What follows belongs to an exercise in optimizing a design on an open flow for small area; a production flow would make more cautious choices. Function was checked by simulation only, so behaviour that the tests miss may differ from the original. Power is estimated from default activity; no workload was simulated.

## flow/design.v (module list and top-level ports; edited modules follow where they fit)
// module lineWindow: 43 lines
// module convMac: 1911 lines
// module maxPool: 38 lines
// module convPoolTop: 57 lines
module convPoolTop (
    input  logic        clk,
    input  logic        rst,
    input  logic        pixValid,
    input  logic [7:0]  pix,
    input  logic        coefWrite,
    input  logic [3:0]  coefAddr,
    input  logic [15:0] coefData,
    output logic        poolValid,
    output logic [20:0] pool
);
  // ...
==> flow/flow/run.sh <==
#!/bin/bash
# Standard synthesis, then the combinational logic mapped again for area
# (flip-flops kept as synthesis made them), then the standard layout.
set -euo pipefail
R=orfs/results/${FLOW_PLATFORM}/convPoolTop/base
LIB=${FLOW_HOME}/platforms/${FLOW_PLATFORM}/lib/sky130_fd_sc_hd__tt_025C_1v80.lib
bash standard.sh synth > synth.log 2>&1
cp $R/1_2_yosys.v std_1_2_yosys.v
python3 flow/netopt.py $LIB std_1_2_yosys.v opt.v > netopt.log 2>&1
DU=""
for c in $(cat flow/dont_use.txt); do DU="$DU -dont_use $c"; done
cat > remap.ys <<EOS
read_liberty -lib $LIB
read_verilog opt.v
hierarchy -top ${FLOW_TOP}
proc; opt_clean
techmap
opt -fast
abc -liberty $LIB $DU -script flow/remap.abc
opt_clean -purge
hilomap -singleton -hicell sky130_fd_sc_hd__conb_1 HI -locell sky130_fd_sc_hd__conb_1 LO
splitnets
opt_clean -purge
insbuf -buf sky130_fd_sc_hd__buf_4 A X
write_verilog -noattr -noexpr -nohex -nodec remap.v
stat -liberty $LIB
EOS
yosys -s remap.ys > remap.log 2>&1
cp remap.v $R/1_2_yosys.v
rm -f $R/1_synth.odb $R/1_synth.sdc
bash standard.sh "BUFFER_PORTS_ARGS=-buffer_cell sky130_fd_sc_hd__buf_1" finish > layout.log 2>&1
==> flow/flow/dont_use.txt <==
sky130_fd_sc_hd__lpflow_bleeder_1
sky130_fd_sc_hd__lpflow_clkbufkapwr_1
sky130_fd_sc_hd__lpflow_clkbufkapwr_16
sky130_fd_sc_hd__lpflow_clkbufkapwr_2
sky130_fd_sc_hd__lpflow_clkbufkapwr_4
sky130_fd_sc_hd__lpflow_clkbufkapwr_8
sky130_fd_sc_hd__lpflow_clkinvkapwr_1
sky130_fd_sc_hd__lpflow_clkinvkapwr_16
sky130_fd_sc_hd__lpflow_clkinvkapwr_2
sky130_fd_sc_hd__lpflow_clkinvkapwr_4
sky130_fd_sc_hd__lpflow_clkinvkapwr_8
sky130_fd_sc_hd__lpflow_decapkapwr_12
sky130_fd_sc_hd__lpflow_decapkapwr_3
sky130_fd_sc_hd__lpflow_decapkapwr_4
sky130_fd_sc_hd__lpflow_decapkapwr_6
sky130_fd_sc_hd__lpflow_decapkapwr_8
sky130_fd_sc_hd__lpflow_inputiso0n_1
sky130_fd_sc_hd__lpflow_inputiso0p_1
sky130_fd_sc_hd__lpflow_inputiso1n_1
sky130_fd_sc_hd__lpflow_inputiso1p_1
sky130_fd_sc_hd__lpflow_inputisolatch_1
sky130_fd_sc_hd__lpflow_isobufsrc_1
sky130_fd_sc_hd__lpflow_isobufsrc_16
sky130_fd_sc_hd__lpflow_isobufsrc_2
sky130_fd_sc_hd__lpflow_isobufsrc_4
sky130_fd_sc_hd__lpflow_isobufsrc_8
sky130_fd_sc_hd__lpflow_isobufsrckapwr_16
sky130_fd_sc_hd__lpflow_lsbuf_lh_hl_isowell_tap_1
sky130_fd_sc_hd__lpflow_lsbuf_lh_hl_isowell_tap_2
sky130_fd_sc_hd__lpflow_lsbuf_lh_hl_isowell_tap_4
sky130_fd_sc_hd__lpflow_lsbuf_lh_isowell_4
sky130_fd_sc_hd__lpflow_lsbuf_lh_isowell_tap_1
sky130_fd_sc_hd__lpflow_lsbuf_lh_isowell_tap_2
sky130_fd_sc_hd__lpflow_lsbuf_lh_isowell_tap_4
sky130_fd_sc_hd__probe_p_8
sky130_fd_sc_hd__probec_p_8
==> flow/flow/netopt.py <==
#!/usr/bin/env python3
"""Rewrites a mapped flat netlist for re-mapping: full adders get the input/output
polarity that needs the fewest inverters (a full adder of inverted inputs gives
inverted outputs), inverters are dropped, and every other combinational cell
but full and half adders becomes an assign of its liberty function, for abc to
map again. Flip-flops, adders and tie cells stay as they are, with their names.
usage: netopt.py LIB IN.v OUT.v"""
import re, sys, collections

lib_path, in_path, out_path = sys.argv[1:4]

# ---- liberty: pin directions and functions
lib = open(lib_path).read()
cells = {}
for m in re.finditer(r'\n\s*cell \("(\w+)"\)\s*\{', lib):
    start = m.end()
    depth, i = 1, start
    while depth:
        c = lib[i]
        if c == '{': depth += 1
        elif c == '}': depth -= 1
        i += 1
    body = lib[start:i]
    pins = {}
    for pm in re.finditer(r'\n\s*pin \("(\w+)"\)\s*\{', body):
        ps = pm.end(); d, j = 1, ps
        while d:
            c = body[j]
            if c == '{': d += 1
            elif c == '}': d -= 1
            j += 1
        pb = body[ps:j]
        # only top-level attributes of the pin (before nested groups)
        top = re.sub(r'\{[^{}]*\}', '', pb)
        while re.search(r'\{[^{}]*\}', top):
            top = re.sub(r'\{[^{}]*\}', '', top)
        dm = re.search(r'direction\s*:\s*"?(\w+)"?', top)
        fm = re.search(r'function\s*:\s*"([^"]*)"', top)
        pins[pm.group(1)] = (dm.group(1) if dm else None, fm.group(1) if fm else None)
    ff = bool(re.search(r'\n\s*(ff|latch|statetable)\s*\(', body))
    cells[m.group(1)] = (pins, ff)

# ---- netlist
src = open(in_path).read()
hdr = re.search(r'module\s+(\w+)\s*\((.*?)\);', src, re.S)
top = hdr.group(1)
portlist = hdr.group(2)
decls = re.findall(r'^\s*(input|output)\s*(\[\d+:\d+\])?\s*([^;]+?)\s*;', src, re.M)
ports = []
for d, rng, name in decls:
    ports.append((d, rng or '', name.strip()))
NET = r'(\\\S+\s|[A-Za-z_][\w$]*(?:\[\d+\])?|\d+\'[bh][0-9a-fA-FxXzZ]+)'
insts = []
for m in re.finditer(r'^\s*(sky130_fd_sc_hd__\w+)\s+(\\\S+\s|[A-Za-z_][\w$]*)\s*\((.*?)\);', src, re.M | re.S):
    typ, name, body = m.group(1), m.group(2).strip(), m.group(3)
    conns = {}
    for pm in re.finditer(r'\.(\w+)\(\s*' + NET + r'\s*\)', body):
        conns[pm.group(1)] = pm.group(2).strip()
    insts.append([typ, name, conns])
assert 'assign' not in src, 'assigns not handled'

def is_inv(t): return re.match(r'sky130_fd_sc_hd__(clk)?inv_\d+$', t) is not None
def is_buf(t): return re.match(r'sky130_fd_sc_hd__(clk)?buf_\d+$', t) is not None
def is_fa(t): return re.match(r'sky130_fd_sc_hd__fa_\d+$', t) is not None
def outs_of(t): return [p for p, (d, f) in cells[t][0].items() if d == 'output']

driver = {}
loads = collections.defaultdict(list)
for idx, (t, n, c) in enumerate(insts):
    o = outs_of(t)
    for p, net in c.items():
        if p in o: driver[net] = (idx, p)
        else: loads[net].append((idx, p))
portnets = set()
outports = set()
for d, rng, name in ports:
    if rng:
        hi, lo = map(int, rng[1:-1].split(':'))
        bits = [f'{name}[{k}]' for k in range(lo, hi + 1)]
    else:
        bits = [name]
    portnets.update(bits)
    if d == 'output': outports.update(bits)

# literal of a net through inverters and buffers: (root, parity)
def lit(net):
    par = 0
    seen = 0
    while net in driver and seen < 100:
        idx, p = driver[net]
        t = insts[idx][0]
        if is_inv(t): par ^= 1; net = insts[idx][2]['A']
        elif is_buf(t): net = insts[idx][2]['A']
        else: break
        seen += 1
    return net, par

fas = [i for i, x in enumerate(insts) if is_fa(x[0])]
faout = {}   # net -> fa index
for i in fas:
    for p in ('SUM', 'COUT'):
        if p in insts[i][2]: faout[insts[i][2][p]] = i
pol = {i: 0 for i in fas}

# uses of roots: (root, parity, user fa or None)
def fa_inputs(i):
    return [lit(insts[i][2][p]) for p in ('A', 'B', 'CIN')]
other_uses = []   # literals needed by non-fa, non-inverter/buffer cells and ports
for idx, (t, n, c) in enumerate(insts):
    if is_fa(t) or is_inv(t) or is_buf(t): continue
    o = outs_of(t)
    for p, net in c.items():
        if p not in o: other_uses.append(lit(net))
for net in outports:
    other_uses.append(lit(net))

def cost():
    need = set()
    for i in fas:
        for r, par in fa_inputs(i):
            q = pol[faout[r]] if r in faout else 0
            if par ^ pol[i] ^ q: need.add((r,))
    oc = 0
    for r, par in other_uses:
        q = pol[faout[r]] if r in faout else 0
        if par ^ q and (r, 'o') not in need: need.add((r, 'o'))
    return len(need)

# greedy local search with incremental evaluation per fa neighbourhood
users = collections.defaultdict(list)
for i in fas:
    for r, par in fa_inputs(i):
        users[r].append(i)
otheruse_by_root = collections.defaultdict(list)
for r, par in other_uses:
    otheruse_by_root[r].append(par)
fain = {i: fa_inputs(i) for i in fas}

def comb_root(r):
    if r not in driver: return False
    t = insts[driver[r][0]][0]
    pins, ff = cells[t]
    return not ff and not is_fa(t) and not re.match(r'sky130_fd_sc_hd__(ha|conb)_', t)
combr = {}
def root_cost(r):
    # 1 if some fa input needs r inverted (physically), + 0.6 if non-fa use needs it
    if r not in combr: combr[r] = comb_root(r)
    w = 0.2 if combr[r] else 1
    q = pol[faout[r]] if r in faout else 0
    c = 0
    if any(par ^ pol[i] ^ q for i in users[r] for (rr, par) in fain[i] if rr == r): c += w
    elif any(par ^ q for par in otheruse_by_root[r]): c += 0.6
    return c

def local(i):
    rs = set(r for r, par in fain[i])
    for p in ('SUM', 'COUT'):
        if p in insts[i][2]: rs.add(insts[i][2][p])
    return sum(root_cost(r) for r in rs)

before = cost()
# parity union-find over adders: an adder-to-adder edge of parity par wants
# pol[src] ^ pol[dst] == par, which needs no inverter
parent = {i: i for i in fas}
rel = {i: 0 for i in fas}      # parity to parent
def find(x):
    if parent[x] == x: return x, 0
    r, pr = find(parent[x])
    parent[x] = r; rel[x] ^= pr
    return r, rel[x]
import sys as _s
_s.setrecursionlimit(10000)
conflicts = 0
for i in fas:
    for r, par in fain[i]:
        if r in faout:
            g = faout[r]
            ri, pi = find(i); rg, pg = find(g)
            if ri == rg:
                if pi ^ pg != par: conflicts += 1
            else:
                parent[ri] = rg; rel[ri] = pi ^ pg ^ par
comps = collections.defaultdict(list)
for i in fas:
    r, pr = find(i)
    comps[r].append((i, pr))
for r, members in comps.items():
    best = None
    for flip in (0, 1):
        for i, pr in members: pol[i] = pr ^ flip
        c = sum(local(i) for i, pr in members)
        if best is None or c < best[0]: best = (c, flip)
    for i, pr in members: pol[i] = pr ^ best[1]
for it in range(20):
    changed = 0
    for i in fas:
        c0 = local(i)
        pol[i] ^= 1
        c1 = local(i)
        if c1 < c0: changed += 1
        else: pol[i] ^= 1
    if not changed: break
after = cost()
print(f'components {len(comps)} conflicts {conflicts}', file=sys.stderr)
print(f'fa {len(fas)} flipped {sum(pol.values())} inverted roots {before} -> {after}', file=sys.stderr)

# ---- emit
out = []
wires = set()
assigns = []
newc = [0]
def fresh(base):
    newc[0] += 1
    return f'_no{newc[0]}_'
phys = {}    # root -> (net, q)
def physof(r):
    if r in faout and pol[faout[r]]:
        return phys[r]
    return (r, 0)
for i in fas:
    if pol[i]:
        for p in ('SUM', 'COUT'):
            if p in insts[i][2]:
                r = insts[i][2][p]
                nn = fresh(r); wires.add(nn)
                phys[r] = (nn, 1)
invnet = {}
def literal_net(r, par):
    net, q = physof(r)
    if par == q: return net
    if net not in invnet:
        nn = fresh(net); wires.add(nn)
        assigns.append(f'  assign {nn} = ~{net}{" " if net.startswith(chr(92)) else ""};')
        invnet[net] = nn
    return invnet[net]

keep = []
for idx, (t, n, c) in enumerate(insts):
    if is_inv(t) or is_buf(t):
        continue
    if is_fa(t):
        nc = {}
        for p in ('A', 'B', 'CIN'):
            r, par = lit(c[p])
            nc[p] = literal_net(r, par ^ pol[idx])
        for p in ('SUM', 'COUT'):
            if p in c:
                nc[p] = phys[c[p]][0] if pol[idx] else c[p]
        keep.append((t, n, nc))
        continue
    pins, ff = cells[t]
    o = outs_of(t)
    funcs = [pins[p][1] for p in o]
    if ff or any(f is None for f in funcs) or re.match(r'sky130_fd_sc_hd__(ha|conb)_', t):
        nc = {}
        for p, net in c.items():
            nc[p] = net if p in o else literal_net(*lit(net))
        keep.append((t, n, nc))
        continue
    for p in o:
        if p not in c: continue
        f = pins[p][1]
        def sub(mm):
            v = literal_net(*lit(c[mm.group(0)]))
            return v + ' ' if v.startswith('\\') else v
        e = re.sub(r'\b[A-Za-z_]\w*\b', sub, f)
        e = e.replace('!', '~').replace('+', '|').replace('*', '&')
        e = re.sub(r'(\\\S+)\s', r'\1 ', e)
        lhs = c[p] + ' ' if c[p].startswith('\\') else c[p]
        assigns.append(f'  assign {lhs} = {e};')

# nets that were driven by dropped inverters/buffers but still needed by name:
# output ports and the logical value of flipped adder outputs
for net in sorted(outports):
    r, par = lit(net)
    ln = literal_net(r, par)
    if ln != net:
        assigns.append(f'  assign {net} = {ln}{" " if ln.startswith(chr(92)) else ""};')
for r, (nn, q) in phys.items():
    # the logical net, if anything refers to it by name in the kept logic
    pass

def declnet(n):
    return n if n.startswith('\\') else n
used = set()
for t, n, c in keep:
    used.update(c.values())
for a in assigns:
    for x in re.findall(r'(\\\S+\s|[A-Za-z_][\w$]*(?:\[\d+\])?)', a[len('  assign '):]):
        used.add(x.strip())
out.append(f'module {top}({portlist});')
for d, rng, name in ports:
    out.append(f'  {d} {rng} {name};')
for w in sorted(used - portnets):
    if w.startswith('\\'): out.append(f'  wire {w} ;')
    elif re.match(r'[A-Za-z_][\w$]*$', w): out.append(f'  wire {w};')
for t, n, c in keep:
    pc = ', '.join(f'.{p}({v}{" " if v.startswith(chr(92)) else ""})' for p, v in c.items())
    nn = n + ' ' if n.startswith('\\') else n
    out.append(f'  {t} {nn} ({pc});')
out += assigns
out.append('endmodule')
open(out_path, 'w').write('\n'.join(out) + '\n')
==> flow/flow/remap.abc <==
strash
dch
amap
topo
==> flow/standard.sh <==
#!/bin/bash
# synth_recipe.tcl (not shown) runs the flow's synth.tcl, then flattens the netlist and writes it again
# the make line also repeats each setting of config.mk as NAME=value (left out here)
make -C /OpenROAD-flow-scripts/flow DESIGN_CONFIG=/design/flow/config.mk WORK_HOME=/design/flow/orfs CLKGATE_MAP_FILE= SYNTH_SCRIPT=/design/flow/synth_recipe.tcl "${@:-finish}"
==> flow/config.mk <==
export PLATFORM = sky130hd
export DESIGN_NAME = convPoolTop
export DESIGN_NICKNAME = convPoolTop
export VERILOG_FILES = /design/flow/design.v
export SDC_FILE = /design/flow/constraint.sdc
export NUM_CORES = 4
export LEC_CHECK = 0
export ABC_AREA = 1
export CAP_MARGIN = 20
export CORE_MARGIN = 2
export CORE_UTILIZATION = 40
export CTS_BUF_LIST = sky130_fd_sc_hd__clkbuf_16
export CTS_CLUSTER_DIAMETER = 100
export CTS_CLUSTER_SIZE = 30
export SLEW_MARGIN = 20
==> flow/constraint.sdc <==
create_clock -name core_clock -period 7.5 [get_ports {clk}]
set_input_delay 1.5000 -clock core_clock [delete_from_list [all_inputs] [get_ports {clk}]]
set_output_delay 1.5000 -clock core_clock [all_outputs]
set_load 0.01 [all_outputs]
==> run notes, run 1 <==
Critical path:
- The startpoint of the most critical register-to-register path is uConvMac.kernel[57].
- The worst setup path startpoint is uConvMac.kernel[57].
- The signal on the critical path passes through clkinv_1 > nor2b_1 > or2_0 > nor2_1 > a21oi_1 > fa_1 > fa_1 > fa_1 > fa_1 > fa_1 > fa_1 > fa_1 > fa_1 > fa_1 > fa_1.
- The sum of buffers and inverters on the critical path is 1.
- Measured in cells, the most critical reg-to-reg path has a length of 15.

Finish:
- For this run, the number of standard cells in the final layout without fillers is 2960.
- The total of fill cells in the finished design is between 5k and 6k.
- By area, the class that comes first in the final layout consists of multi-input gates.
- The area of the multi-input gates is 13500 um2.
- Registers take 9440 um2.
- The layout contains a multi-input combinational cell count of 1574.
- Of the cells placed in the final design, the portion with a size suffix greater than 1 is 2.93%.

Pwr:
- The total design power is 9.93 mW.
- The fraction of power spent switching nets is a little over two fifths.
- Of the total power, combinational logic draws 63.1%.

Floorplanning:
- The height of the die is 247 um.
- The starting utilization of the core area is 40.2%.

Drt:
- The first detailed-routing pass took 5 iterations.
- In this run the remaining antenna-violating nets after routing total 0.
- Signal routing reaches up to met4.
- In the routed layout, each cell is associated on average with a via count of 5.81.
- The wire length on met3 is 5.98 mm.

CTS:
- The clock latency at the later pin of the worst-skew pair is about 0.58 ns.
- The clock drives 327 sinks.

Outcome:
- The flow ran to the end and the layout has no timing, DRC or antenna violations.

STA:
- The worst path uses approximately nine tenths of the clock period.
- The post-layout worst setup margin is 0.697 ns.

Global route:
- The first global-routing pass estimated 109 mm of wire.
==> module lineWindow, before the edit <==
module lineWindow (
    input  logic        clk,
    input  logic        rst,
    input  logic        pixValid,
    input  logic [7:0]  pix,
    output logic        winValid,
    output logic [71:0] win,
    output logic        winXodd,
    output logic        winYodd,
    output logic        winLast
);
    localparam int imgSize = 8;
    logic [8*18-1:0] hist;
    logic [8*19-1:0] taps;
    logic [2:0] row;
    logic [2:0] col;
    assign winValid = pixValid && row >= 3'd2 && col >= 3'd2;
    assign winXodd = col[0];
    assign winYodd = row[0];
    assign winLast = row == 3'd7 && col == 3'd7;
    always_ff @(posedge clk) begin
        if (rst) begin
            row <= '0;
            col <= '0;
        end else begin
            if (pixValid) begin
                col <= col + 1'b1;
                if (col == 3'(imgSize - 1)) row <= row + 1'b1;
            end
        end
    end
    always_ff @(posedge clk) begin
        if (pixValid) hist <= {hist[8*17-1:0], pix};
    end
    assign taps = {hist, pix};
    always_comb begin
        for (int i = 0; i < 3; i++) begin
            for (int j = 0; j < 3; j++) begin
                win[(i*3+j)*8 +: 8] = taps[((2-i)*8 + (2-j))*8 +: 8];
            end
        end
    end
endmodule
==> module maxPool, before the edit <==
module maxPool (
    input  logic        clk,
    input  logic        rst,
    input  logic        convValid,
    input  logic [18:0] convValue,
    input  logic        convXodd,
    input  logic        convYodd,
    input  logic        convLast,
    output logic        poolValid,
    output logic [20:0] pool
);
    logic signed [18:0] acc;
    logic signed [18:0] upper0, upper1;
    logic signed [18:0] other;
    logic               last;
    always_comb begin
        other = convXodd ? acc : upper0;
    end
    always_ff @(posedge clk) begin
        if (rst) poolValid <= 1'b0;
        else     poolValid <= convValid && convXodd && convYodd;
    end
    always_ff @(posedge clk) begin
        last <= convLast;
    end
    always_ff @(posedge clk) begin
        if (convValid) begin
            if (!convXodd) begin
                upper0 <= upper1;
                upper1 <= acc;
            end
            if (!convXodd && !convYodd) acc <= convValue;
            else if (other > $signed(convValue)) acc <= other;
            else acc <= convValue;
        end
    end
    assign pool = {acc[18], acc, last};
endmodule
==> module convPoolTop, before the edit <==
module convPoolTop (
    input  logic        clk,
    input  logic        rst,
    input  logic        pixValid,
    input  logic [7:0]  pix,
    input  logic        coefWrite,
    input  logic [3:0]  coefAddr,
    input  logic [15:0] coefData,
    output logic        poolValid,
    output logic [20:0] pool
);
    logic        winValid;
    logic [71:0] win;
    logic        winXodd, winYodd, winLast;
    logic        convValid;
    logic [18:0] convValue;
    logic        convXodd, convYodd, convLast;
    lineWindow uLineWindow (
        .clk      (clk),
        .rst      (rst),
        .pixValid (pixValid),
        .pix      (pix),
        .winValid (winValid),
        .win      (win),
        .winXodd  (winXodd),
        .winYodd  (winYodd),
        .winLast  (winLast)
    );
    convMac uConvMac (
        .clk       (clk),
        .rst       (rst),
        .coefWrite (coefWrite),
        .coefAddr  (coefAddr),
        .coefData  (coefData),
        .winValid  (winValid),
        .win       (win),
        .winXodd   (winXodd),
        .winYodd   (winYodd),
        .winLast   (winLast),
        .convValid (convValid),
        .convValue (convValue),
        .convXodd  (convXodd),
        .convYodd  (convYodd),
        .convLast  (convLast)
    );
    maxPool uMaxPool (
        .clk       (clk),
        .rst       (rst),
        .convValid (convValid),
        .convValue (convValue),
        .convXodd  (convXodd),
        .convYodd  (convYodd),
        .convLast  (convLast),
        .poolValid (poolValid),
        .pool      (pool)
    );
endmodule
==> run 2: changes to the inputs <==
--- a/flow/design.v
+++ b/flow/design.v
@@ -1,29 +1,29 @@
 `timescale 1ns/1ps
 module lineWindow (
     input  logic        clk,
     input  logic        rst,
     input  logic        pixValid,
     input  logic [7:0]  pix,
     output logic        winValid,
     output logic [71:0] win,
-    output logic        winXodd,
-    output logic        winYodd,
-    output logic        winLast
+    output logic        convXodd,
+    output logic        convYodd,
+    output logic        poolLast
 );
     localparam int imgSize = 8;
     logic [8*18-1:0] hist;
     logic [8*19-1:0] taps;
     logic [2:0] row;
     logic [2:0] col;
     assign winValid = pixValid && row >= 3'd2 && col >= 3'd2;
-    assign winXodd = col[0];
-    assign winYodd = row[0];
-    assign winLast = row == 3'd7 && col == 3'd7;
+    assign convXodd = !col[0];
+    assign convYodd = row[0] ^ (col == 3'd0);
+    assign poolLast = row == 3'd0;
     always_ff @(posedge clk) begin
         if (rst) begin
             row <= '0;
             col <= '0;
         end else begin
             if (pixValid) begin
                 col <= col + 1'b1;
                 if (col == 3'(imgSize - 1)) row <= row + 1'b1;
@@ -46,24 +46,18 @@
 module convMac (
     input  logic        clk,
     input  logic        rst,
     input  logic        coefWrite,
     input  logic [3:0]  coefAddr,
     input  logic [15:0] coefData,
     input  logic        winValid,
     input  logic [71:0] win,
-    input  logic        winXodd,
-    input  logic        winYodd,
-    input  logic        winLast,
     output logic        convValid,
-    output logic [18:0] convValue,
-    output logic        convXodd,
-    output logic        convYodd,
-    output logic        convLast
+    output logic [18:0] convValue
 );
     logic [71:0] kernel;
     logic [15:0] bias;
     always_ff @(posedge clk) begin
         if (coefWrite) begin
             for (int k = 0; k < 9; k++) begin
                 if (coefAddr == 4'(k)) kernel[k*8 +: 8] <= coefData[7:0];
             end
@@ -1944,110 +1938,96 @@
         sumB[17] = sumBBits[7];
     end
     always_ff @(posedge clk) begin
         if (rst) convValid <= 1'b0;
         else     convValid <= winValid;
     end
     always_ff @(posedge clk) begin
         sumA[17:0] <= rowA[17:0];
-        convXodd  <= winXodd;
-        convYodd  <= winYodd;
-        convLast  <= winLast;
     end
 endmodule
 `timescale 1ns/1ps
 module maxPool (
     input  logic        clk,
     input  logic        rst,
     input  logic        convValid,
     input  logic [18:0] convValue,
     input  logic        convXodd,
     input  logic        convYodd,
-    input  logic        convLast,
+    input  logic        poolLast,
     output logic        poolValid,
     output logic [20:0] pool
 );
     logic signed [18:0] acc;
     logic signed [18:0] upper0, upper1;
     logic signed [18:0] other;
-    logic               last;
     always_comb begin
         other = convXodd ? acc : upper0;
     end
     always_ff @(posedge clk) begin
         if (rst) poolValid <= 1'b0;
         else     poolValid <= convValid && convXodd && convYodd;
     end
     always_ff @(posedge clk) begin
-        last <= convLast;
-    end
-    always_ff @(posedge clk) begin
         if (convValid) begin
             if (!convXodd) begin
                 upper0 <= upper1;
                 upper1 <= acc;
             end
             if (!convXodd && !convYodd) acc <= convValue;
             else if (other > $signed(convValue)) acc <= other;
             else acc <= convValue;
         end
     end
-    assign pool = {acc[18], acc, last};
+    assign pool = {acc[18], acc, poolLast};
 endmodule
 `timescale 1ns/1ps
 module convPoolTop (
     input  logic        clk,
     input  logic        rst,
     input  logic        pixValid,
     input  logic [7:0]  pix,
     input  logic        coefWrite,
     input  logic [3:0]  coefAddr,
     input  logic [15:0] coefData,
     output logic        poolValid,
     output logic [20:0] pool
 );
     logic        winValid;
     logic [71:0] win;
-    logic        winXodd, winYodd, winLast;
     logic        convValid;
     logic [18:0] convValue;
-    logic        convXodd, convYodd, convLast;
+    logic        convXodd, convYodd, poolLast;
     lineWindow uLineWindow (
         .clk      (clk),
         .rst      (rst),
         .pixValid (pixValid),
         .pix      (pix),
         .winValid (winValid),
         .win      (win),
-        .winXodd  (winXodd),
-        .winYodd  (winYodd),
-        .winLast  (winLast)
+        .convXodd (convXodd),
+        .convYodd (convYodd),
+        .poolLast (poolLast)
     );
     convMac uConvMac (
         .clk       (clk),
         .rst       (rst),
         .coefWrite (coefWrite),
         .coefAddr  (coefAddr),
         .coefData  (coefData),
         .winValid  (winValid),
         .win       (win),
-        .winXodd   (winXodd),
-        .winYodd   (winYodd),
-        .winLast   (winLast),
         .convValid (convValid),
-        .convValue (convValue),
-        .convXodd  (convXodd),
-        .convYodd  (convYodd),
-        .convLast  (convLast)
+        .convValue (convValue)
     );
     maxPool uMaxPool (
         .clk       (clk),
         .rst       (rst),
         .convValid (convValid),
         .convValue (convValue),
         .convXodd  (convXodd),
         .convYodd  (convYodd),
-        .convLast  (convLast),
+        .poolLast  (poolLast),
         .poolValid (poolValid),
         .pool      (pool)
     );
 endmodule
==> run notes, run 2 <==
Outcome:
- The run finished with no timing, DRC or antenna violations.

Floorplanning:
- The height of the die is 247 um (-0.12%).
- Pin placement for this block handled 54 I/O pins.
- The area of the core region is 57900 um2.
- The overall die area is 60800 um2.
- The placement row count is around 90.
- The starting utilization of the core area is 40.7% (+0.44 points).
- The die is 247 um wide.

Synth:
- After synthesis the cells add up to 23600 um2.
- Synthesis produced a netlist with a net count of 2487.
- The mean instance size in the synthesized netlist is around 11 um2.
- The Yosys step of the flow raised 3 warnings.
- After technology mapping, the gate count stands at 2067.

Pwr:
- The total design power is 9.98 mW (+0.48%).
- The leakage power summed over all cells is 8.51 nW.
- The maximum VDD drop is 0.000590 V.
- Dividing total power by cell area gives a power density of 391 nW/um2.

CTS:
- The count of hold buffers inserted by post-cts repair is 0.
- No sink is reached through more buffers than the 3 on the longest clock path.
- The number of gates resized after CTS was 0.
- TritonCTS created 17 clock buffers.
- The post-CTS repair timing setup buffer count is 0.
- The clock latency at the later pin of the worst-skew pair is 0.56 ns (-0.02 ns).
- CTS built an H-tree with a depth of 1.
- The TritonCTS sink count is 323 (-1.2%).
- Clock-pin slew was measured on the worst setup and hold paths at ~0.12 ns.
- Clock tree synthesis selected as its root buffer the cell clkbuf_16.
- The CTS tree is built.

STA:
- In the final timing run, aggregate negative setup slack is 0 ns.
- Setup violations remaining at the end of the flow were counted as 0.
- The share of the cycle needed by the critical path after routing is 90.3% (-0.44 points).
- The smallest clock period supported by the final layout is computed as 6.77 ns.
- Measured against its own limit, the worst slew margin works out to between 20% and 30%.
- The final max-slew violation count is 0.
- Setup repair after global routing left no endpoint under its margin.
- For the final database, setup skew stands at between 0.02 and 0.025 ns.
- The final-report hold violation count was 0.
- For this run, the top clock speed supported by timing is 148 MHz.
- At the pin with the least slew margin, the transition time is 1.12 ns.
- The post-layout worst setup margin is 0.730 ns (+0.0328 ns).

Place:
- The total half-perimeter wirelength after legalization and detailed placement is 62.9 mm.
- Before CTS, the worst setup slack after placement is 0.798 ns.
- The number of placed instances, taps included, is a little under 3k.
- The count of input and output buffers is 53.
- The area of placed instances is between 20000 and 25000 um2.
- The global placement routability congestion is 0.960.

Global route:
- The first-pass GRT wire length came to 112 mm (+2.2%).
- The via count of the first global-routing pass is between 15k and 20k.
- The global routing usage summed across all routing layers is 25.8%.
- The largest net degree at the start of global routing is 65.
- The total congestion overflow after global routing is 0.
- The initial antenna violation count was 3.

Critical path:
- The critical path in this run is classified as reg2reg.
- STA classifies the critical path startpoint as a register.
- For the worst setup path, the data arrival time is 7.21 ns.
- In this run the worst path has a maximum fanout of 14.
- STA classifies the critical path endpoint as a register.
- STA puts the critical path data required time at 7.94 ns.

Finish:
- The flip-flop count of the largest register after layout is around 140.
- The final cell area excluding filler cells is approximately 26000 um2.
- The largest registers in the layout are uLineWindow.hist x144, uConvMac.kernel x72.
- The most common cell after layout, fill and taps aside is fa_1.
- The final layout net count is 2585.
- Ranked by flip-flop count, first place goes to uLineWindow.hist.
- The top cell types in the final layout, fill and taps aside, are fa_1, o22ai_1, edfxtp_1.
- The count of non-filler cells in the finished layout was 2943 (-0.57%).
- The area growth from synthesis to final layout is 8.36%.
- The layout cell share with drive strength beyond 1 is 2.80% (-0.12 points).

Drt:
- The number of nets with antenna violations after detailed routing came to 0 (unchanged).
- Summing over every cut layer, the via total after detailed routing is 17.1k.
- The average via count per standard cell is 5.82 (+0.20%).
- The number of DRC violations after detailed-routing iteration 0 is 1782.
- The first-pass detailed-route iteration total was 5 (unchanged).
- In the routed design, unresolved DRC markers number 0.
- The detailed-route wire length is 76.7 mm.
- The routed wirelength normalized by instance count is approximately 26 um.

Min path:
- The path category of the worst min-delay check is reg2reg.

Flow run:
- The number of maximum-capacitance violations is 0.
-- run 2: through the flow --
step | hold slack, ns | util [%]
after floorplan | 0.400 | -
after global placement | 0.400 | 43.0
after detailed placement | 0.405 | 43.1
after CTS | 0.423 | 44.1
after global routing | 0.429 | 44.1
final | 0.418 | 44.1
-- run 2: routing by layer --
layer	up-vias	wire, um	global-route usage, %
li1	7767	-	-
met3	85	5490	3.05
met5	-	0	0
met1	8583	33700	37.8
met2	701	35500	41.3
met4	0	1970	5.72
-- run 2: path summary, 6_finish.rpt --
kind | from | endpoint | slack [ns] | cells past startpoint
max reg2reg | uConvMac.kernel[29] | uConvMac.sumA[9] | 0.73 | 14
max | uConvMac.kernel[29] | uConvMac.sumA[9] | 0.73 | 14
min | uLineWindow.hist[46] | uLineWindow.hist[54] | 0.42 | 0
min reg2reg | uLineWindow.hist[46] | uLineWindow.hist[54] | 0.42 | 0
-- run 2: final cells by class --
type	instances	area, um2
antenna	2	5.00
clock buffer	18	450
clock inverter	12	134
fill	5462	32400
inverter	173	649
multi-input combinational	1569	13600
sequential	323	9360
tap	765	957
timing repair buffer	81	413
-- run 2: worst max-delay path, cell delays in order (launching register included) --
cell      delay (ns)
edfxtp_1        0.64
clkinv_1        0.42
nor2b_1         0.30
or2_0           0.39
o22ai_1         0.14
o21ai_0         0.45
fa_1            0.55
fa_1            0.50
fa_1            0.46
fa_1            0.54
fa_1            0.45
fa_1            0.52
fa_1            0.44
fa_1            0.42
fa_1            0.44
-- run 2: where the power goes --
part,total (mW),internal (mW),switching [mW]
Clock,1.13,0.473,0.656
Combinational,6.43,2.89,3.53
Sequential,2.43,2.34,0.0874
==> run 3: changes to the inputs <==
--- a/flow/flow/run.sh
+++ b/flow/flow/run.sh
@@ -30,2 +30,2 @@
 rm -f $R/1_synth.odb $R/1_synth.sdc
-bash standard.sh "BUFFER_PORTS_ARGS=-buffer_cell sky130_fd_sc_hd__buf_1" finish > layout.log 2>&1
+bash standard.sh "BUFFER_PORTS_ARGS=-buffer_cell sky130_fd_sc_hd__buf_1" "CTS_ARGS=-sink_clustering_enable -repair_clock_nets -dont_use_dummy_load -sink_clustering_size 30 -sink_clustering_max_diameter 100 -buf_list sky130_fd_sc_hd__clkbuf_16" finish > layout.log 2>&1
==> run notes, run 3 <==
Drt:
- The number of nets with antenna violations after detailed routing was 0 (unchanged).
- The first-pass detailed-route iteration total was 5 (unchanged).
- The DRC violation count after routing is 0 (unchanged).
- The average via count per standard cell is 5.87 (+0.73%).
- The detailed-route wire length is 76.7 mm (about the same).
- The routed wirelength normalized by instance count is 26.2 um (+0.38%).
- The number of DRC violations after detailed-routing iteration 0 is 1720 (-3.5%).
- The via count is 17.2k (+0.25%).

STA:
- The highest achievable clock rate was 147 MHz (-0.56%).
- The pin slew with the least headroom to its limit came to 1.16 ns (+0.0396 ns).
- The final clock skew is 0.0509 ns (+0.0267 ns).
- The final-report hold violation count is 0 (unchanged).
- Setup repair after global routing left no endpoint under its margin.
- The final max-slew violation count is 0 (unchanged).
- The relative slew slack is 22.3% (-2.6 points).
- The final total negative setup slack came to 0 ns (unchanged).
- The post-layout minimum cycle time is 6.81 ns (+0.0383 ns).
- The post-layout worst setup margin was 0.691 ns (-0.0383 ns).
- The final number of setup-violating endpoints is 0 (unchanged).
- The share of the cycle needed by the critical path after routing is 90.8% (+0.51 points).

Critical path:
- The worst setup path is launched from a register.
- The worst setup path is of the reg2reg kind.
- The largest stage delay on the critical path came to 0.64 ns (about the same).
- The slack of the worst reg-to-reg path is 0.69 ns (-0.04 ns).
- The maximum fanout along the worst path came to 14 (unchanged).
- The slowest stage of the critical path belongs to the cell edfxtp_1.
- The required time reported for the critical path endpoint was 7.92 ns (-0.02 ns).
- The worst setup path is captured at a register.
- Grouping stages by cell kind, the critical path spends the most delay in adder cells.
- The data arrival time of the worst path came to 7.23 ns (+0.02 ns).
- The sum of buffers and inverters on the critical path was 1 (unchanged).
- The signal on the critical path passes through clkinv_1 > nor2b_1 > or2_0 > o22ai_1 > o21ai_0 > fa_1 > fa_1 > fa_1 > fa_1 > fa_1 > fa_1 > fa_1 > fa_1 > fa_1.
- The cell occurring most often along the worst timing path is fa_1.

Finish:
- The final design utilization is 43.8% (-0.28 points).
- The library cell used most frequently in the layout, excluding fill and tap cells, is fa_1.
- The layout cell share with drive strength beyond 1 is 2.36% (-0.45 points).
- From synthesis to final layout, the design area changed by 7.68%.
- The flip-flop count of the largest register after layout is 144 (unchanged).
- The largest registers in the layout are uLineWindow.hist x144, uConvMac.kernel x72.
- uLineWindow.hist holds more flip-flops than any other register.
- In the layout the commonest cells are fa_1, o22ai_1, edfxtp_1.
- The count of non-filler cells in the finished layout is 2929 (-0.48%).
- The final layout net count came to 2585 (unchanged).

Outcome:
- The flow ran to the end and the layout has no timing, DRC or antenna violations.

Floorplanning:
- The starting utilization of the core area is 40.7% (unchanged).
- The placement row count is 88 (unchanged).
- The width of the die came to 247 um (unchanged).
- The overall die area is 60800 um2 (unchanged).
- The area of the core region was 57900 um2 (unchanged).
- The number of placed I/O pins is 54 (unchanged).
- The height of the die is 247 um (unchanged).

CTS:
- The post-CTS repair timing setup buffer count came to 0 (unchanged).
- The number of buffers on the longest clock path is 3 (unchanged).
- The total number of H-tree levels is 1 (unchanged).
- The clock slew at the register clock pins of the worst setup and hold paths is 0.11 ns (about the same).
- The clock latency at the later pin of the worst-skew pair is 0.56 ns (about the same).
- The number of CTS-inserted buffers came to 17 (unchanged).
- The TritonCTS sink count is 323 (unchanged).
- The CTS tree is built.
- The number of resized instances in the post-cts repair step is 0 (unchanged).
- The root buffer cell is clkbuf_16.
- The count of hold buffers inserted by post-cts repair came to 0 (unchanged).

Global route:
- The largest net degree at the start of global routing is 65 (unchanged).
- The first-pass GRT wire length is 112 mm (about the same).
- The initial antenna violation count came to 4 (+1).
- The via count of the first global-routing pass is 16.5k (-0.091%).
- The total congestion overflow after global routing is 0 (unchanged).
- The global routing usage summed across all routing layers came to 25.8% (about the same).

Place:
- The setup slack after placement is 0.798 ns (unchanged).
- The global placement routability congestion is 0.960 (unchanged).
- The number of placed instances with taps included is 2911 (unchanged).
- The total half-perimeter wirelength after legalization and detailed placement was 62.9 mm (unchanged).
- The count of input and output buffers is 53 (unchanged).

Flow run:
- The number of maximum-capacitance violations is 0 (unchanged).

Synth:
- The cell area after synthesis is 23600 um2 (unchanged).
- The synthesized net count is 2487 (unchanged).
- The number of synthesis warnings came to 3 (unchanged).
- The mean instance size in the synthesized netlist is 11.4 um2 (unchanged).
- The post-synthesis cell count came to 2067 (unchanged).

Pwr:
- The power per cell area is 388 nW/um2 (-0.78%).
- The maximum VDD drop is 0.000569 V (-3.5%).
- The total design power is 9.84 mW (-1.4%).
- The leakage power summed over all cells is 8.43 nW (-1.0%).

Min path:
- The path category of the worst min-delay check is reg2reg.
==> run 3: stage by stage <==
stage                     instance area [um2]  hold slack [ns]
after detailed placement                24900            0.405
after global routing                    25400            0.422
after global placement                  24900            0.400
after CTS                               25400            0.418
final                                   25400            0.413
after floorplan                         23600            0.400
==> run 3: cell type report <==
class,count,area [um2]
Tap cell,765,957
Clock buffer,17,425
Fill cell,5473,32600
Timing Repair Buffer,81,413
Sequential cell,323,9360
Antenna cell,1,2.50
Inverter,173,649
Multi-Input combinational cell,1569,13600
==> run 3: final timing paths <==
path	from	to	cells past startpoint
worst max-delay path	uConvMac.kernel[29]	uConvMac.sumA[9]	14
worst min-delay path	uLineWindow.hist[46]	uLineWindow.hist[54]	0
worst min register to register	uLineWindow.hist[46]	uLineWindow.hist[54]	0
worst max register to register	uConvMac.kernel[29]	uConvMac.sumA[9]	14
==> run 3: worst register-to-register path: cells and delay by family, from the launching register on <==
family / cells / cell delay, ns
flip-flops: 1 / 0.64
AND/OR/NAND/NOR: 2 / 0.68
AO/OA/AOI/OAI: 2 / 0.59
adder cells (fa/ha/maj): 9 / 4.34
buffers and inverters: 1 / 0.42
==> run 3: power by group <==
| part | internal (mW) | leakage, nW | switching [mW] | total (mW) |
|---|---|---|---|---|
| clock network | 0.408 | 0.209 | 0.570 | 0.978 |
| logic | 2.90 | 5.22 | 3.53 | 6.43 |
| registers | 2.34 | 3.00 | 0.0873 | 2.43 |
| total | 5.65 | 8.43 | 4.19 | 9.84 |
==> run 3: layer usage <==
metal  part of all wire [%]  track usage, %
met5                      0               0
met4                    2.4            5.60
met1                     44            37.8
met3                    7.3            3.00
met2                     47            41.4
==> run 4: changes to the inputs <==
--- a/flow/config.mk
+++ b/flow/config.mk
@@ -14,2 +14,3 @@
 export CTS_CLUSTER_SIZE = 30
+export GPL_TIMING_DRIVEN = 0
 export SLEW_MARGIN = 20
==> run notes, run 4 <==
Outcome:
- The flow ran to the end and the layout has no timing, DRC or antenna violations.

CTS:
- The clock latency at the later pin of the worst-skew pair was 0.55 ns (about the same).
- The CTS tree is built.
- The count of hold buffers inserted by post-cts repair is 0 (unchanged).
- The number of buffers on the longest clock path is 3 (unchanged).
- The clock slew at the register clock pins of the worst setup and hold paths is 0.11 ns (about the same).
- The root buffer cell is clkbuf_16.
- The total number of H-tree levels is 1 (unchanged).
- The number of resized instances in the post-cts repair step is 0 (unchanged).
- The number of CTS-inserted buffers is 18 (+1).
- The post-CTS repair timing setup buffer count is 0 (unchanged).
- The TritonCTS sink count is 323 (unchanged).

Min path:
- The startpoint identified for the worst hold timing path is uLineWindow.hist[38].
- The end point of the worst hold path is uLineWindow.hist[46].
- The cell depth of the worst min-delay path was 0 (unchanged).
- The min-delay analysis places its worst path in the category reg2reg.

Place:
- The count of input and output buffers is 53 (unchanged).
- The area of placed instances is 24900 um2 (-0.11%).
- The total half-perimeter wirelength after legalization and detailed placement is 61.0 mm (-3.1%).
- The global placement routability congestion is 0.970 (+1.0%).
- The number of placed instances with taps included is 2894 (-0.58%).

Global route:
- The first-pass GRT wire length is 111 mm (-0.84%).
- The largest net degree at the start of global routing was 37 (-43%).
- The initial antenna violation count is 2 (-2).
- The via count of the first global-routing pass is 16.5k (+0.048%).
- The total congestion overflow after global routing is 0 (unchanged).
- The global routing usage summed across all routing layers is 25.4% (-0.40 points).

Finish:
- The antenna diode count came to 0 (-1).
- The flip-flop count of the largest register after layout came to 144 (unchanged).
- In the layout the commonest cells are fa_1, o22ai_1, edfxtp_1.
- The layout cell share with drive strength beyond 1 came to 2.05% (-0.31 points).
- The most common cell after layout, fill and taps aside is fa_1.
- The final layout net count is 2569 (-0.62%).
- The area growth from synthesis to final layout was 7.66% (about the same).
- The register bank with the most flops is uLineWindow.hist.
- The largest registers in the layout are uLineWindow.hist x144, uConvMac.kernel x72.
- The final cell area excluding filler cells came to 25400 um2 (about the same).
- The total of fill cells in the finished design was 5418 (-1.0%).
- The count of non-filler cells in the finished layout is 2912 (-0.58%).

Critical path:
- The startpoint identified for the worst register-to-register timing path is uConvMac.kernel[41].
- The worst setup path is launched from a register.
- The depth of the worst register-to-register path is 15 (+1).
- The element type at the critical path end is a register.
- The category of cells accounting for the largest share of critical-path delay is adder cells.
- The data arrival time of the worst path is 7.58 ns (+0.35 ns).
- The maximum fanout along the worst path is 11 (-3).
- The capturing point of the worst reg2reg path is uConvMac.sumA[7].
- The largest stage delay on the critical path is 0.72 ns (+0.08 ns).
- The slack of the worst reg-to-reg path is 0.35 ns (-0.34 ns).
- The sum of buffers and inverters on the critical path is 1 (unchanged).
- The required time reported for the critical path endpoint is 7.92 ns (about the same).
- The start-to-end type of the worst setup path is reg2reg.
- Counting stages on the worst path, the most repeated cell is fa_1.
- The largest individual stage delay along the critical path comes from the cell edfxtp_1.
- Walking the worst path, the cells encountered are clkinv_1 > nor2b_1 > or2_0 > nor2_1 > o21ai_0 > fa_1 > fa_1 > fa_1 > fa_1 > fa_1 > fa_1 > fa_1 > fa_1 > fa_1 > fa_1.

Floorplanning:
- The area of the core region is 57900 um2 (unchanged).
- The placement row count was 88 (unchanged).
- The width of the die is 247 um (unchanged).
- The height of the die was 247 um (unchanged).
- The starting utilization of the core area is 40.7% (unchanged).
- The overall die area is 60800 um2 (unchanged).
- The number of placed I/O pins was 54 (unchanged).

STA:
- The final number of setup-violating endpoints is 0 (unchanged).
- The highest achievable clock rate is 140 MHz (-4.8%).
- The final clock skew is 0.0679 ns (+0.0170 ns).
- The share of the cycle needed by the critical path after routing is 95.4% (+4.6 points).
- Setup repair after global routing left no endpoint under its margin.
- The relative slew slack is 21.1% (-1.2 points).
- The post-layout minimum cycle time was 7.15 ns (+0.345 ns).
- The final max-slew violation count is 0 (unchanged).
- The final total negative setup slack came to 0 ns (unchanged).
- The final-report hold violation count is 0 (unchanged).
- The pin slew with the least headroom to its limit is 1.18 ns (+0.0221 ns).

Drt:
- The average via count per standard cell is 5.83 (-0.55%).
- The number of DRC violations after detailed-routing iteration 0 is 2028 (+18%).
- The DRC violation count after routing is 0 (unchanged).
- The via count is 17.0k (-1.1%).
- The number of nets with antenna violations after detailed routing came to 0 (unchanged).
- The routed wirelength normalized by instance count was 25.9 um (-1.0%).
- The detailed-route wire length is 75.4 mm (-1.6%).
- The first-pass detailed-route iteration total is 6 (+1).

Pwr:
- The switching component of the power came to 4.50 mW (+7.4%).
- The combinational power share is 67.0% (+1.6 points).
- The maximum VDD drop was 0.000741 V (+30%).
- The sequential share of power is 23.3% (-1.4 points).
- The leakage power summed over all cells is 8.40 nW (-0.32%).
- The total design power is 10.4 mW (+5.7%).
- The power per cell area is 410 nW/um2 (+5.7%).
- The fraction of power spent switching nets is 43.3% (+0.70 points).
- The internal portion of total power is 5.90 mW (+4.4%).
- The clock share of power is 9.7% (-0.2 points).

Synth:
- The mean instance size in the synthesized netlist is 11.4 um2 (unchanged).
- The cell area after synthesis is 23600 um2 (unchanged).
- The post-synthesis cell count was 2067 (unchanged).
- The synthesized net count was 2487 (unchanged).
- The number of synthesis warnings is 3 (unchanged).

Flow run:
- The number of maximum-capacitance violations is 0 (unchanged).
run 4: cell count changes in the layout (fill, tap and decap cells not counted), moves of 2 or more:
cell,change
buf_1,-6
buf_4,-24
buf_2,+7
buf_12,+6
nor2_1,-2
run 4: how the worst max path moves through the flow:
stage | from | endpoint | cells past startpoint
2_1_floorplan | uConvMac.kernel[17] | uConvMac.sumA[7] | 16
3_3_place_gp | pixValid | uLineWindow.col[2] | 3
3_5_place_dp | uConvMac.kernel[41] | uConvMac.sumA[7] | 15
4_1_cts | uConvMac.kernel[41] | uConvMac.sumA[7] | 15
5_1_grt | uConvMac.kernel[41] | uConvMac.sumA[7] | 15
6_report | uConvMac.kernel[41] | uConvMac.sumA[7] | 15
run 4: cell type report:
cell class / instances / area (um2) / share of cell area, %
Multi-Input combinational cell: 1569 / 13600 / 53.5
Sequential cell: 323 / 9360 / 36.9
Tap cell: 765 / 957 / 3.77
Inverter: 173 / 649 / 2.56
Clock buffer: 18 / 450 / 1.78
Timing Repair Buffer: 62 / 358 / 1.41
Buffer: 2 / 15.0 / 0.0592
run 4: power by group through the flow:
stage                     clock network [mW]  registers [mW]  logic [mW]
after floorplan                            0            2.43        4.34
after global placement                     0            2.47        6.99
after detailed placement                   0            2.47        7.15
after CTS                               1.04            2.43        7.17
after global routing                    1.09            2.44        7.78
final                                   1.01            2.43        6.96
run 4: metrics by stage:
stage               utilization (%)  setup slack, ns  hold WS (ns)
global placement               42.7            -1.59         0.401
global route                   43.8            0.169         0.435
finish                         43.8            0.346         0.422
CTS                            43.8            0.398         0.429
detailed placement             43.0            0.397         0.405
floorplan                         -             1.34         0.400
run 4: metal layers:
layer | wire [um] | vias to the layer above | share of wire [%] | GRT usage (%)
li1 | - | 7723 | - | -
met1 | 33300 | 8526 | 44 | 37.1
met2 | 34900 | 645 | 46 | 40.3
met3 | 4880 | 92 | 6.5 | 3.03
met4 | 2300 | 0 | 3.0 | 6.73
met5 | 0 | - | 0 | 0
==> run 5: changes to the inputs <==
--- a/flow/config.mk
+++ b/flow/config.mk
@@ -8,3 +8,3 @@
 export ABC_AREA = 1
-export CAP_MARGIN = 20
+export CAP_MARGIN = 5
 export CORE_MARGIN = 2
@@ -14,3 +14,2 @@
 export CTS_CLUSTER_SIZE = 30
-export GPL_TIMING_DRIVEN = 0
-export SLEW_MARGIN = 20
+export SLEW_MARGIN = 5
==> run notes, run 5 <==
CTS:
- The number of resized instances in the post-cts repair step is 0 (unchanged).
- The total number of H-tree levels is 1 (unchanged).
- The TritonCTS sink count was 323 (unchanged).
- The CTS tree is built.
- The clock latency at the later pin of the worst-skew pair is 0.57 ns (+0.02 ns).
- The number of buffers on the longest clock path is 3 (unchanged).
- The post-CTS repair timing setup buffer count is 0 (unchanged).
- The number of CTS-inserted buffers is 18 (unchanged).
- The count of hold buffers inserted by post-cts repair was 0 (unchanged).
- The root buffer cell chosen for the clock tree is clkbuf_16.
- The clock slew at the register clock pins of the worst setup and hold paths is 0.11 ns (about the same).

STA:
- The tightest hold margin is 0.394 ns (-0.0273 ns).
- The final-report hold violation count is 0 (unchanged).
- The final clock skew came to 0.0594 ns (-0.00850 ns).
- The post-layout minimum cycle time came to 6.79 ns (-0.360 ns).
- The final number of setup-violating endpoints is 0 (unchanged).
- The final total negative setup slack is 0 ns (unchanged).
- Setup repair after global routing left no endpoint under its margin.
- The pin slew with the least headroom to its limit is 1.10 ns (-0.0799 ns).
- The share of the cycle needed by the critical path after routing is 90.6% (-4.8 points).
- The final max-slew violation count was 0 (unchanged).
- The post-layout worst setup margin is 0.706 ns (+0.360 ns).
- The highest achievable clock rate came to 147 MHz (+5.3%).
- The relative slew slack is 26.2% (+5.1 points).

Global route:
- The largest net degree at the start of global routing is 65 (+76%).
- The first-pass GRT wire length is 112 mm (+0.85%).
- The via count of the first global-routing pass is 16.6k (+0.62%).
- The initial antenna violation count is 5 (+3).
- The global routing usage summed across all routing layers is 25.8% (+0.41 points).
- The total congestion overflow after global routing was 0 (unchanged).

Pwr:
- The maximum VDD drop was 0.000567 V (-24%).
- The power per cell area is 388 nW/um2 (-5.5%).
- The leakage power summed over all cells is 8.45 nW (+0.52%).

Synth:
- The post-synthesis cell count is 2067 (unchanged).
- The number of synthesis warnings was 3 (unchanged).
- The synthesized net count is 2487 (unchanged).
- The mean instance size in the synthesized netlist is 11.4 um2 (unchanged).
- The cell area after synthesis came to 23600 um2 (unchanged).

Critical path:
- In this run the critical register-to-register path is launched from uConvMac.kernel[29].
- The critical path starts at uConvMac.kernel[29].
- The capturing instance or port of the critical path is uConvMac.sumA[9].
- The required time reported for the critical path endpoint was 7.93 ns (about the same).
- The depth of the worst register-to-register path is 14 (-1).
- The slowest cell on the critical path is edfxtp_1.
- The start-to-end type of the worst setup path is reg2reg.
- The critical path startpoint category is a register.
- The endpoint identified for the worst register-to-register timing path is uConvMac.sumA[9].
- The maximum fanout along the worst path was 14 (+3).
- The slack of the worst reg-to-reg path was 0.71 ns (+0.36 ns).
- The data arrival time of the worst path is 7.23 ns (-0.35 ns).
- Traced cell by cell, the critical path runs through clkinv_1 > nor2b_1 > or2_0 > o22ai_1 > o21ai_0 > fa_1 > fa_1 > fa_1 > fa_1 > fa_1 > fa_1 > fa_1 > fa_1 > fa_1.
- The cell occurring most often along the worst timing path is fa_1.
- The element type at the critical path end is a register.
- The largest stage delay on the critical path is 0.63 ns (-0.09 ns).

Finish:
- The library cell used most frequently in the layout, excluding fill and tap cells, is fa_1.
- The area growth from synthesis to final layout is 7.77%.
- The area of the multi-input gates is 13600 um2 (-0.14%).
- The flip-flop count of the largest register after layout is 144 (unchanged).
- The layout cell share with drive strength beyond 1 is 2.40% (+0.35 points).
- The final layout net count is 2587 (+0.70%).
- The register bank with the most flops is uLineWindow.hist.
- The largest registers in the layout are uLineWindow.hist x144, uConvMac.kernel x72.
- The antenna diode count is 0 (unchanged).
- The area taken by flip-flops and latches was 9360 um2 (unchanged).
- The total of fill cells in the finished design is 5480 (+1.1%).
- The count of non-filler cells in the finished layout was 2930 (+0.62%).
- The library cells used most frequently in the layout, excluding fill and tap cells, are fa_1, o22ai_1, edfxtp_1.

Floorplanning:
- The area of the core region came to 57900 um2 (unchanged).
- The width of the die was 247 um (unchanged).
- The starting utilization of the core area is 40.7% (unchanged).
- The overall die area is 60800 um2 (unchanged).
- The placement row count is 88 (unchanged).
- The number of placed I/O pins is 54 (unchanged).
- The height of the die is 247 um (unchanged).

Place:
- The setup slack after placement was 0.755 ns (+0.358 ns).
- The count of input and output buffers is 53 (unchanged).
- The total half-perimeter wirelength after legalization and detailed placement is 62.9 mm (+3.1%).
- The number of placed instances with taps included is 2912 (+0.62%).
- The global placement routability congestion came to 0.960 (-1.0%).

Drt:
- The number of DRC violations after detailed-routing iteration 0 is 1986 (-2.1%).
- The detailed-route wire length is 76.8 mm (+1.8%).
- The average via count per standard cell came to 5.89 (+0.90%).
- The routed wirelength normalized by instance count came to 26.2 um (+1.2%).
- The number of nets with antenna violations after detailed routing was 0 (unchanged).
- The DRC violation count after routing is 0 (unchanged).
- The via count was 17.2k (+1.5%).
- The first-pass detailed-route iteration total was 7 (+1).

Min path:
- The worst hold path belongs to the class reg2reg.

Outcome:
- The run finished with no timing, DRC or antenna violations.

Flow run:
- The number of maximum-capacitance violations is 0 (unchanged).
[run 5: cell types whose count changed in the layout (fill, tap and decap cells not counted), sizes merged]
cell	previous run	this run
buf	64	81
clkbuf	18	19
[run 5: critical path: cells and delay by family (launching register included)]
family,cells,cell delay [ns]
flops,1,0.63
fa+ha+maj,9,4.33
buf+inv,1,0.44
compound gates,2,0.61
simple gates,2,0.68
[run 5: layout make-up]
| class | count | area share [%] |
|---|---|---|
| flip-flops and latches | 323 | 36.9 |
| repair buffers | 82 | 1.65 |
| inverters | 173 | 2.56 |
| well taps | 765 | 3.77 |
| clock buffers | 18 | 1.77 |
| multi-input cells | 1569 | 53.4 |
[run 5: report_power, final]
group	internal, mW	switching (mW)	total [mW]
clock network	0.431	0.578	1.01
registers	2.34	0.0876	2.43
logic	2.89	3.52	6.40
[run 5: worst min path at each step]
| stage | slack [ns] | startpoint | cells past startpoint | to |
|---|---|---|---|---|
| floorplan | 0.40 | uLineWindow.hist[92] | 0 | uLineWindow.hist[100] |
| global placement | 0.40 | uMaxPool.upper1[16] | 0 | uMaxPool.upper0[16] |
| detailed placement | 0.40 | uLineWindow.hist[95] | 0 | uLineWindow.hist[103] |
| CTS | 0.39 | uMaxPool.upper1[14] | 0 | uMaxPool.upper0[14] |
| global route | 0.38 | uMaxPool.upper1[14] | 0 | uMaxPool.upper0[14] |
| finish | 0.39 | uMaxPool.upper1[14] | 0 | uMaxPool.upper0[14] |
[run 5: per-layer routing]
layer  GRT usage [%]  vias up  part of all wire [%]
li1                -     7763                     -
met1            37.4     8656                    43
met2            40.9      721                    46
met3            3.32      105                   7.4
met4            7.30        0                   3.1
met5               0        -                     0
[run 5: metrics by stage]
stage          total power, mW  cell area [um2]  utilization (%)
4_1_cts                   10.0            25400             43.8
6_report                  9.84            25400             43.8
5_1_grt                   10.8            25400             43.8
3_3_place_gp              8.77            24900             43.0
3_5_place_dp              9.02            24900             43.1
2_1_floorplan             6.77            23600                -
==> run 6: changes to the inputs <==
--- a/flow/flow/netopt.py
+++ b/flow/flow/netopt.py
@@ -142,3 +142,3 @@
     pins, ff = cells[t]
-    return not ff and not is_fa(t) and not re.match(r'sky130_fd_sc_hd__(ha|conb)_', t)
+    return not ff and not is_fa(t) and not re.match(r'sky130_fd_sc_hd__(conb)_', t)
 combr = {}
@@ -253,3 +253,3 @@
     funcs = [pins[p][1] for p in o]
-    if ff or any(f is None for f in funcs) or re.match(r'sky130_fd_sc_hd__(ha|conb)_', t):
+    if ff or any(f is None for f in funcs) or re.match(r'sky130_fd_sc_hd__(conb)_', t):
         nc = {}
--- a/flow/config.mk
+++ b/flow/config.mk
@@ -8,3 +8,3 @@
 export ABC_AREA = 1
-export CAP_MARGIN = 5
+export CAP_MARGIN = 20
 export CORE_MARGIN = 2
@@ -14,2 +14,2 @@
 export CTS_CLUSTER_SIZE = 30
-export SLEW_MARGIN = 5
+export SLEW_MARGIN = 20
==> run notes, run 6 <==
Outcome:
- The flow ran to the end and the layout has no timing, DRC or antenna violations.

Floorplanning:
- The overall die area came to 60200 um2 (-1.1%).
- The number of placed I/O pins came to 54 (unchanged).
- The starting utilization of the core area is 40.4% (-0.24 points).
- The area of the core region is 57600 um2 (-0.57%).
- The width of the die was 245 um (-0.57%).
- The placement row count is 88 (unchanged).
- The height of the die was 245 um (-0.57%).

STA:
- The post-layout minimum cycle time is 6.91 ns (+0.111 ns).
- Setup repair after global routing left no endpoint under its margin.
- The final number of setup-violating endpoints is 0 (unchanged).
- The final total negative setup slack is 0 ns (unchanged).
- The final clock skew was 0.0570 ns (-0.00239 ns).
- The relative slew slack is 29.0% (+2.8 points).
- The highest achievable clock rate was 145 MHz (-1.6%).
- The pin slew with the least headroom to its limit is 1.06 ns (-0.0395 ns).
- The final-report hold violation count is 0 (unchanged).
- The final max-slew violation count is 0 (unchanged).
- The share of the cycle needed by the critical path after routing is 92.1% (+1.5 points).

Place:
- The count of input and output buffers is 53 (unchanged).
- The total half-perimeter wirelength after legalization and detailed placement is 61.8 mm (-1.8%).
- The number of placed instances with taps included is 2918 (+0.21%).
- The global placement routability congestion is 1.00 (+4.3%).
- The area of placed instances is 24700 um2 (-1.1%).

Critical path:
- The worst setup path is launched from a register.
- The depth of the worst register-to-register path was 16 (+2).
- The startpoint identified for the worst register-to-register timing path is uConvMac.kernel[41].
- The data arrival time of the worst path is 7.29 ns (+0.06 ns).
- The critical path is of the reg2reg type.
- The slack of the worst reg-to-reg path is 0.59 ns (-0.11 ns).
- The required time reported for the critical path endpoint is 7.89 ns (-0.04 ns).
- The endpoint identified for the worst register-to-register timing path is uConvMac.sumA[7].
- The maximum fanout along the worst path is 11 (-3).
- The worst setup path is captured at a register.

Finish:
- The final cell area excluding filler cells came to 25200 um2 (-0.90%).
- The area growth from synthesis to layout is 8.06%.
- The largest registers in the layout are uLineWindow.hist x144, uConvMac.kernel x72.
- The most common cell after layout, fill and taps aside is fa_1.
- The flip-flop count of the largest register after layout is 144 (unchanged).
- The final layout net count came to 2557 (-1.2%).
- Counting flops per register, the top entry is uLineWindow.hist.
- The antenna diode count is 0 (unchanged).
- The count of non-filler cells in the finished layout is 2938 (+0.27%).
- The top cell types in the final layout, fill and taps aside, are fa_1, o22ai_1, edfxtp_1.
- The layout cell share with drive strength beyond 1 is 2.49% (+0.083 points).

Min path:
- The end point of the worst hold path is uLineWindow.hist[42].
- The cell depth of the worst min-delay path is 0 (unchanged).
- In this run the most critical hold path is launched from uLineWindow.hist[34].
- The path category of the worst min-delay check is reg2reg.

Global route:
- The via count of the first global-routing pass was 16.4k (-1.6%).
- The largest net degree at the start of global routing is 73 (+12%).
- The total congestion overflow after global routing came to 0 (unchanged).
- The initial antenna violation count is 7 (+2).
- The global routing usage summed across all routing layers is 25.9% (+0.14 points).
- The first-pass GRT wire length is 112 mm (+0.15%).

Synth:
- The synthesized net count is 2457 (-1.2%).
- The mean instance size in the synthesized netlist was 11.2 um2 (-1.5%).
- The cell area after synthesis is 23300 um2 (-1.2%).
- The number of synthesis warnings came to 3 (unchanged).
- The post-synthesis cell count is 2075 (+0.39%).

Drt:
- The routed wirelength normalized by instance count was 26.1 um (-0.32%).
- The average via count per standard cell was 5.86 (-0.36%).
- The number of nets with antenna violations after detailed routing is 0 (unchanged).
- The detailed-route wire length was 76.8 mm (about the same).
- The first-pass detailed-route iteration total is 6 (-1).
- The number of DRC violations after detailed-routing iteration 0 was 2126 (+7.0%).
- The DRC violation count after routing is 0 (unchanged).
- The via count is 17.2k (-0.093%).

CTS:
- The number of buffers on the longest clock path was 3 (unchanged).
- The count of hold buffers inserted by post-cts repair is 0 (unchanged).
- The clock slew at the register clock pins of the worst setup and hold paths came to 0.11 ns (about the same).
- The post-CTS repair timing setup buffer count is 0 (unchanged).
- The number of resized instances in the post-cts repair step came to 0 (unchanged).
- The tree is rooted in a clkbuf_16.
- The TritonCTS sink count is 323 (unchanged).
- The CTS tree is built.
- The number of CTS-inserted buffers is 19 (+1).
- The total number of H-tree levels is 1 (unchanged).
- The clock latency at the later pin of the worst-skew pair is 0.56 ns (about the same).

Flow run:
- The number of maximum-capacitance violations is 0 (unchanged).

Pwr:
- The leakage power summed over all cells is 8.27 nW (-2.1%).
- The power per cell area was 391 nW/um2 (+0.93%).
- The maximum VDD drop is 0.000754 V (+33%).
[run 6: worst max-delay path by stage]
stage                   startpoint               end  slack, ns  cells past startpoint
5_1_grt         uConvMac.kernel[1]  uConvMac.sumA[7]       0.30                     15
3_5_place_dp   uConvMac.kernel[41]  uConvMac.sumA[7]       0.77                     16
4_1_cts        uConvMac.kernel[41]  uConvMac.sumA[7]       0.70                     16
2_1_floorplan  uConvMac.kernel[17]  uConvMac.sumA[7]       1.34                     16
6_report       uConvMac.kernel[41]  uConvMac.sumA[7]       0.59                     16
3_3_place_gp   uConvMac.kernel[41]  uConvMac.sumA[7]       0.90                     16
[run 6: where the power goes]
group | leakage, nW | switching [mW] | total (mW) | internal [mW]
registers | 3.00 | 0.101 | 2.43 | 2.33
logic | 5.03 | 3.50 | 6.37 | 2.87
clock network | 0.234 | 0.593 | 1.05 | 0.453
total | 8.27 | 4.19 | 9.84 | 5.65
[run 6: cell type report]
cell class / instances / area (um2)
Clock buffer: 19 / 475
Fill cell: 5326 / 32400
Inverter: 149 / 559
Multi-Input combinational cell: 1601 / 13400
Sequential cell: 323 / 9360
Tap cell: 765 / 957
Timing Repair Buffer: 81 / 425
[run 6: worst max-delay path: stages, from the launching register on]
cell,delay [ns]
edfxtp_1,0.60
clkinv_1,0.36
nor2b_1,0.28
or2_0,0.38
o22ai_1,0.16
nand2_1,0.10
o21ai_0,0.14
fa_1,0.63
fa_1,0.44
fa_1,0.54
fa_1,0.44
fa_1,0.55
fa_1,0.45
fa_1,0.41
fa_1,0.39
fa_1,0.39
fa_1,0.47
[run 6: routing by layer]
metal | wire [um] | GRT usage, %
met5 | 0 | 0
met4 | 2710 | 8.03
met3 | 6470 | 3.71
met2 | 35500 | 41.3
met1 | 32100 | 36.9
[run 6: stage by stage]
stage                     util, %  power [mW]  setup WS, ns  hold WS, ns
after floorplan                 -        6.65          1.34        0.400
after global placement       42.8        8.58         0.895        0.400
after detailed placement     42.8        8.80         0.769        0.405
after CTS                    43.6        9.84         0.696        0.396
after global routing         43.7        10.6         0.302        0.405
final                        43.7        9.84         0.595        0.393

==> separate check: timing with driven ports <==
Ports are ideal in the flow. The routed layouts listed here were re-timed in OpenROAD.
Step 1: set_driving_cell puts a clkbuf_16 on clk and a buf_2 on each other input, an assumption about the parent block.
Step 2 times the ports against the registers' clock, not the clock port: input delays grow and output delays shrink by t, the midpoint of the rising clock arrivals with the driver on.
a / b / c = ideal ports / drivers / drivers and shift; a / b = the first two.
| run | t, ns | setup WS [ns] | hold slack, ns | worst setup path at the end |
|---|---|---|---|---|
| run 1 | 0.629 | 0.697 / 0.697 / 0.697 | 0.346 / 0.346 / 0.346 | register to register |
| run 2 | 0.609 | 0.730 / 0.730 / 0.730 | 0.418 / 0.418 / 0.418 | register to register |
| run 3 | 0.595 | 0.691 / 0.691 / 0.691 | 0.413 / 0.413 / 0.413 | register to register |
| run 4 | 0.590 | 0.346 / 0.346 / 0.346 | 0.422 / 0.422 / 0.422 | register to register |
| run 5 | 0.599 | 0.706 / 0.706 / 0.706 | 0.394 / 0.394 / 0.394 | register to register |
| run 6 | 0.597 | 0.595 / 0.595 / 0.595 | 0.393 / 0.393 / 0.393 | register to register |
After both steps setup and hold are still met in every run listed.
